This design comes from an exercise in tuning for small area on the open sky130 flow, not from production work. Where RTL was checked, it was by simulation tests only, not by an equivalence proof against the original. No activity file was given, so power comes from the tool's default toggle rates.

Setup of ember:
==> flow/design.v (excerpt) <==
module color_tracker_top (
   input  logic       clk_camera,
   input  logic       sys_rst_camera,
   input  logic [7:0] camera_d_i,
   input  logic       cam_pclk_i,
   input  logic       cam_hsync_i,
   input  logic       cam_vsync_i,
   output logic [8:0] centroid_x_o,
   output logic [7:0] centroid_y_o,
   output logic       centroid_valid_o,
   output logic       uart_txd_o
);
   wire rst = sys_rst_camera;
   logic [7:0] d0;
   logic       p0, p1, h0, h1, v0;
   logic       phase;
   logic [7:0] hi;
   logic [8:0] col;
   logic [7:0] row;
   logic       pix_d, hit_d;
   always_ff @(posedge clk_camera) begin
      d0 <= camera_d_i;
      p0 <= cam_pclk_i;
      p1 <= p0;
      h0 <= cam_hsync_i;
      h1 <= h0;
      v0 <= cam_vsync_i;
   end
   logic       e_phase;
   logic       rise, fall, take, pix;
   logic [8:0] col_inc;
   logic [7:0] row_inc;
   always_comb begin
      e_phase = phase & ~rst;
      rise    = p0 & ~(p1 & ~rst);
      fall    = ~h0 & h1 & ~rst;
      take    = ~v0 & ~fall & rise & h0;
      pix     = take & e_phase;
   end
   trk_inc #(9) u_colinc (.a(col), .ci(pix_d), .s(col_inc), .co());
   trk_inc #(8) u_rowinc (.a(row), .ci(1'b1), .s(row_inc), .co());
   always_ff @(posedge clk_camera) begin
      if (v0 || rst) begin
         col <= 9'd0;
      end else if (fall) begin
         col <= 9'd0;
      end else begin
         col <= col_inc;
      end
      if (v0 || rst) begin
         row <= 8'd0;
      end else if (fall) begin
         row <= row_inc;
      end
      phase <= ~v0 & ~fall & (e_phase ^ take);
      if (take & ~e_phase) hi <= d0;
      pix_d <= pix;
   end
   logic cmp;
   trk_hit u_hit (.hi(hi), .lo(d0), .hit(cmp));
   always_ff @(posedge clk_camera) begin
      hit_d <= pix & cmp;
   end
   logic [24:0] sum_x;
   logic [23:0] sum_y;
   logic [15:0] count;
   logic [11:0] side_x;
   logic [10:0] side_y;
   logic [2:0]  side_n;
   logic [4:0]  cnt;
   logic        cx, cy;
   logic        kx, ky;
   logic        busy, merge, last, start, acc, phb, div_x, div_y;
   logic [8:0]  base_x, add_x;
   logic [7:0]  base_y, add_y;
  ...
Settings: LEC_CHECK=0, CAP_MARGIN=20, CORE_MARGIN=2, CORE_UTILIZATION=40, CTS_BUF_LIST=sky130_fd_sc_hd__clkbuf_4, PLACE_DENSITY=0.6, SLEW_MARGIN=20; clock period 6.0 ns.
run.sh (not shown) runs the stock make flow with config.mk's settings and CLKGATE_MAP_FILE= SYNTH_SCRIPT=/design/flow/synth_recipe.tcl, a recipe that flattens the netlist after the stock synthesis.
Input changes introduced in fjord (baseline for comparison: ember):
# ember
export LEC_CHECK = 0
export CAP_MARGIN = 20
export CORE_MARGIN = 2
export CORE_UTILIZATION = 40
export CTS_BUF_LIST = sky130_fd_sc_hd__clkbuf_4
export PLACE_DENSITY = 0.6
export SLEW_MARGIN = 20
create_clock -name core_clock -period 6.0 [get_ports {clk_camera}]
# fjord
export LEC_CHECK = 0
export CAP_MARGIN = 20
export CORE_MARGIN = 2
export CORE_UTILIZATION = 40
export PLACE_DENSITY = 0.6
export SLEW_MARGIN = 20
create_clock -name core_clock -period 6.0 [get_ports {clk_camera}]
--- outcome ---
- The portion of the layout cell area used by clock cells number comes out higher for fjord vs ember.
- Note that the clock buffer count in the final layout recorded for ember amounts to 2.4 times the value seen in fjord.
- Diff ember -> fjord: count of pins on the block boundary has remained practically unchanged; worst setup slack has increased.
No functional check of the RTL was part of any run of this note.


## 04-05
color_tracker_top, a different RTL version from the one above (not shown whole).
For scale: about 32 I/O pins.
==> flow/config.mk <==
export PLATFORM = sky130hd
export DESIGN_NAME = color_tracker_top
export DESIGN_NICKNAME = color_tracker_top
export VERILOG_FILES = /design/flow/design.v
export SDC_FILE = /design/flow/constraint.sdc
export NUM_CORES = 4
export LEC_CHECK = 0
export CAP_MARGIN = 20
export CORE_MARGIN = 2
export CORE_UTILIZATION = 40
export CTS_BUF_LIST = sky130_fd_sc_hd__clkbuf_2
export CTS_CLUSTER_DIAMETER = 40
export CTS_CLUSTER_SIZE = 5
export PLACE_DENSITY = 0.6
export SLEW_MARGIN = 20
==> flow/constraint.sdc <==
create_clock -name core_clock -period 6.0 [get_ports {clk_camera}]
set_input_delay 1.2000 -clock core_clock [delete_from_list [all_inputs] [get_ports {clk_camera}]]
set_output_delay 1.2000 -clock core_clock [all_outputs]
set_load 0.01 [all_outputs]
standard.sh (not shown) runs the stock make flow with config.mk's settings and CLKGATE_MAP_FILE= SYNTH_SCRIPT=/design/flow/synth_recipe.tcl, a recipe that flattens the netlist after the stock synthesis.
==> flow/flow/run.sh <==
#!/bin/bash
# Standard synthesis and layout, with two layout options changed:
#  - port buffers use the smallest buffer cell,
#  - the clock tree is built without dummy loads,

set -uo pipefail
bash standard.sh finish \
  "BUFFER_PORTS_ARGS=-buffer_cell sky130_fd_sc_hd__buf_1" \
  "CTS_ARGS=-sink_clustering_enable -repair_clock_nets -sink_clustering_size 5 -sink_clustering_max_diameter 40 -buf_list sky130_fd_sc_hd__clkbuf_2 -dont_use_dummy_load" \
  > standard.log 2>&1
Relative to 04-05, the following input files were edited for 03-09:
- setting GPL_TIMING_DRIVEN to 0 for the first time
- setting GPL_ROUTABILITY_DRIVEN to 0 for the first time
- changing CTS_CLUSTER_DIAMETER from 40 to 70
- changing CTS_BUF_LIST from sky130_fd_sc_hd__clkbuf_2 to sky130_fd_sc_hd__clkbuf_4
- changing CTS_CLUSTER_SIZE from 5 to 10
-- flow/flow/run.sh --
<<< 04-05, line 9
  "CTS_ARGS=-sink_clustering_enable -repair_clock_nets -sink_clustering_size 5 -sink_clustering_max_diameter 40 -buf_list sky130_fd_sc_hd__clkbuf_2 -dont_use_dummy_load" \
>>> 03-09, line 9
  "CTS_ARGS=-sink_clustering_enable -repair_clock_nets -sink_clustering_size 10 -sink_clustering_max_diameter 70 -buf_list sky130_fd_sc_hd__clkbuf_4 -dont_use_dummy_load" \
[summary]
Between 04-05 and 03-09, the flow reports number of non-clock buffers increasing by more than half. Final critical-path share of the clock period, 04-05 and 03-09: smaller value in 04-05. Against 04-05, 03-09 comes in 0.04 ns lower on critical path data required time. 03-09 against 04-05: total chip power now smaller, count of clock-buffer cells in the layout lost 50%, count of fill cells added during filler insertion moved down. Compared with 04-05, 03-09 shows a lower count of H-tree levels built during CTS. [compare] base=04-05 new=03-09: met2 track demand over resource in global routing went up; first-pass GRT wire length went up. Detailed-route wire length (03-09 vs. 04-05) increases by a few percent.

[static timing again, ports no longer ideal]
The flow's constraints put no driver on any port. The routed layouts listed below were extracted and timed again, unchanged, in two steps.
Step 1, drivers: a clkbuf_16 drives clk_camera and a buf_2 each remaining input, both assumed.
Step 2 times the ports against the registers' clock, not the clock port: input delays grow and output delays shrink by t, the midpoint of the rising clock arrivals with the driver on.
a / b / c = ideal ports / drivers / drivers and shift; a / b = the first two.
run	t, ns	setup slack, ns	worst hold slack (ns)	worst data-port slew with drivers (ns)	pins driven straight from the clock port
ember	0.708	0.862 / 0.862 / 0.862	0.353 / 0.353 / 0.353	0.03	1
fjord	0.554	0.878 / 0.878 / 0.878	0.353 / 0.353 / 0.353	0.03	1
04-05	0.793	0.728 / 0.728 / 0.728	0.336 / 0.336 / 0.336	0.04	1
03-09	0.670	0.517 / 0.517 / 0.517	0.356 / 0.356 / 0.356	0.03	1
After both steps every run listed still meets setup and hold.
